This design comes from an exercise in tuning for small area and a short achievable clock period on the open sky130 flow, not from production work.
Only simulation tests tie the RTL to the original design; equivalence was not proved.

==> inputs of run R <==
==> flow/design.v (excerpt) <==
module mem_responder #(
   parameter int DATA_W      = 16,
   parameter int ADDR_W      = 8,
   parameter int WAIT_CYCLES = 2,
   parameter int PROT_LIMIT  = 16
) (
   input  logic              clk,
   input  logic              reset,
   input  logic [15:0]       mem_addr,
   input  logic [DATA_W-1:0] mem_data_in,
   input  logic              mem_rd,
   input  logic              mem_wr,
   output logic [DATA_W-1:0] mem_data_out,
   output logic              mem_ready,
   output logic              mem_busy,
   output logic              mem_err
);
export LEC_CHECK = 0
export CAP_MARGIN = 20
export CORE_MARGIN = 2
export CORE_UTILIZATION = 60
export CTS_BUF_LIST = sky130_fd_sc_hd__clkbuf_8 sky130_fd_sc_hd__clkbuf_16
export CTS_CLUSTER_DIAMETER = 70
export CTS_CLUSTER_SIZE = 30
export SETUP_SLACK_MARGIN = 1.9
export SLEW_MARGIN = 20
export SYNTH_HIERARCHICAL = 1
export SYNTH_MINIMUM_KEEP_SIZE = 0
create_clock -name core_clock -period 4.0 [get_ports {clk}]
run.sh (not shown) runs the stock make flow with config.mk's settings and CLKGATE_MAP_FILE= SYNTH_SCRIPT=/design/flow/synth_recipe.tcl, a recipe that flattens the netlist after the stock synthesis.
==> run F: changes against run R <==
==> flow/design.v (replaced) <==
module mem_responder #(
   parameter int DATA_W      = 16,
   parameter int ADDR_W      = 8,
   parameter int WAIT_CYCLES = 2,
   parameter int PROT_LIMIT  = 16
) (
   input  logic              clk,
   input  logic              reset,
   input  logic [15:0]       mem_addr,
   input  logic [DATA_W-1:0] mem_data_in,
   input  logic              mem_rd,
   input  logic              mem_wr,
   output logic [DATA_W-1:0] mem_data_out,
   output logic              mem_ready,
   output logic              mem_busy,
   output logic              mem_err
);
   localparam int NR = 32;    
   localparam int L  = 8;     
   localparam int NT = 3;     
   localparam int NI = 2;     
   localparam int TSTP = 3;
   localparam int ISTP = 5;
   logic c1_q, c2_q, c3_q, rdy_q, busy_q, erro_q;
   logic accept;
   logic err_q;
   assign accept = ~busy_q & (mem_rd | mem_wr);
   always_ff @(posedge clk or posedge reset) begin
      if (reset) begin
         c1_q   <= 1'b0;
         c2_q   <= 1'b0;
         c3_q   <= 1'b0;
         rdy_q  <= 1'b0;
         busy_q <= 1'b0;
         erro_q <= 1'b0;
      end else begin
         c1_q   <= accept;
         c2_q   <= c1_q;
         c3_q   <= c2_q;
         rdy_q  <= c3_q;
         busy_q <= accept | c1_q | c2_q | c3_q;
         erro_q <= c3_q & err_q;
      end
   end
   assign mem_busy  = busy_q;
   assign mem_ready = rdy_q;
   assign mem_err   = erro_q;
   logic              take;
   logic              oor_in;
   logic [2:0]        t_q;            
   logic [2:0]        tn;
   logic [L-1:0]      tp_q;           
   logic [L-1:0]      wj;
   logic [L-1:0]      pos_t;
   logic [L-1:0]      pos_q, pos_d;   
   logic [NR-1:0]     rsel_q, rsel_d;  
   logic              pw_q, pw_d;     
   logic [DATA_W-1:0] wdata_q;
   assign take   = accept & ~reset;
   assign oor_in = mem_addr[15:8] != 8'd0;
   assign pw_d   = take ? (mem_wr & ~mem_rd & ~oor_in) : pw_q;
   assign tn     = t_q + 3'd2;
   assign wj     = 8'd1 << mem_addr[2:0];
   always_comb begin
      pos_t = '0;
      for (int k = 0; k < L; k++)
         for (int m = 0; m < L; m++)
            pos_t[k] = pos_t[k] | (wj[m] & tp_q[(m - k + L) % L]);
   end
   assign pos_d  = take ? pos_t : {pos_q[0], pos_q[L-1:1]};    
   assign rsel_d = take ? (32'd1 << mem_addr[7:3]) : rsel_q;
   always_ff @(posedge clk) begin
      t_q    <= t_q + 3'd1;
      tp_q   <= 8'd1 << tn;
      pos_q  <= pos_d;
      rsel_q <= rsel_d;
      pw_q   <= pw_d;
      if (take) begin
         err_q   <= (mem_rd & mem_wr) | oor_in;
         wdata_q <= mem_data_in;
      end
   end
   logic [NI-1:0] ins_q [NR];
   logic [NT-1:0] tap_q [NR];
   logic          rd_ok_q, rd_ok_d;
   assign rd_ok_d = take ? ~oor_in : rd_ok_q;
   always_ff @(posedge clk) rd_ok_q <= rd_ok_d;
   for (genvar r = 0; r < NR; r++) begin : g_sel
      for (genvar m = 0; m < NI; m++) begin : g_ins
         always_ff @(posedge clk) ins_q[r][m] <= pw_d & rsel_d[r] & pos_d[m * ISTP];
      end
      for (genvar m = 0; m < NT; m++) begin : g_tap
         always_ff @(posedge clk) tap_q[r][m] <= rd_ok_d & rsel_d[r] & pos_d[m * TSTP];
      end
   end
   function automatic int pol(input int s);
      int n;
      n = 0;
      for (int k = s; k < L; k++) begin
         if (((k + 1) % L) % ISTP == 0) n = n + 1;
      end
      pol = n % 2;
   endfunction
   logic [DATA_W-1:0] ring [NR][L];
   for (genvar r = 0; r < NR; r++) begin : g_ring
      for (genvar s = 0; s < L; s++) begin : g_slot
         localparam int NXT = (s + 1) % L;
         if (NXT % ISTP == 0) begin : g_mux
            localparam bit P = pol(s) != 0;
            always_ff @(posedge clk)
               ring[r][s] <= ~(ins_q[r][NXT / ISTP] ? (wdata_q ^ {DATA_W{~P}}) : ring[r][NXT]);
         end else begin : g_shift
            always_ff @(posedge clk) ring[r][s] <= ring[r][NXT];
         end
      end
   end
   logic [DATA_W-1:0] rmux;
   logic [DATA_W-1:0] rdata_q;
   always_comb begin
      rmux = '0;
      for (int r = 0; r < NR; r++)
         for (int m = 0; m < NT; m++)
            rmux = rmux | ({DATA_W{tap_q[r][m]}} & (ring[r][m * TSTP] ^ {DATA_W{pol(m * TSTP) != 0}}));
   end
   always_ff @(posedge clk) begin
      rdata_q <= (c1_q ? '0 : rdata_q) | rmux;
   end
   assign mem_data_out = rdata_q;
endmodule
Settings changed: SETUP_SLACK_MARGIN 1.9 to 1.8, SYNTH_HIERARCHICAL 1 to default, SYNTH_MINIMUM_KEEP_SIZE 0 to default.
==> impl_metrics.toml <==
[global_route]
busiest_layer = "met1"
grt_pass1_vias = 60300

[cells_and_area]
layout.cells.non_filler = 10100
stdcell_area_um2 = 125000
nClkBuffers = 180
postLayoutCoreUtil_pct = 68.9

[synthesis]
synth-async-reset-ratio_pct = 0.136
syn_nets = 7184

[critical_path]
cp_slowest_cell = "nor4_4"
critPathMaxStageDelay_ps = 900
required_ps = 4770

[floorplan]
start_util_pct = 60.5

[routing]
vias = 63200
wl_met2_um = 139000

[status]
status = "complete, no violations"

[timing]
hold_ws_ps = 307

[cts]
ctsHoldBuffers = 1

[pwr]
p_seq_mw = 44.4
leakagePower_nw = 46.5
-- figures above: run R

==> impl_metrics.toml <==
[status]
status = "complete, no violations"

[cells_and_area]
stdcell_area_um2 = 120000
nClkBuffers = 184
layout.cells.non_filler = 9995
postLayoutCoreUtil_pct = 66.3

[global_route]
busiest_layer = "met2"
grt_pass1_vias = 58100

[cts]
ctsHoldBuffers = 0

[critical_path]
cp_slowest_cell = "dfxtp_1"
critPathMaxStageDelay_ps = 810
required_ps = 4820

[synthesis]
syn_nets = 7471

[timing]
hold_ws_ps = 202

[routing]
vias = 64000
wl_met2_um = 176000

[pwr]
p_seq_mw = 43.5
-- figures above: run F

[what the ideal ports hide]
How much do the figures lean on ideal ports? The routed layouts below were timed once more, with nothing changed but the port constraints. Step 1: set_driving_cell puts a clkbuf_16 on clk and a buf_2 on each other input, an assumption about the parent block. Step 2 also shifts input and output timing later by t, the mid clock arrival at the registers, as if the neighbouring blocks saw the same clock. Slacks: ideal ports / drivers / drivers and shift; pairs: ideal ports / drivers.
run	shift t [ns]	setup slack, ns	slew at the worst register clock pin (ns)
run R	0.945	0.465 / 0.465 / 0.465	0.11 / 0.11
run F	0.970	1.651 / 1.651 / 0.969	0.12 / 0.12
After both steps setup and hold are still met in every run listed. For run F, which loses most, drivers alone change the setup slack by 0.000 ns; drivers and shift together by -0.682 ns.
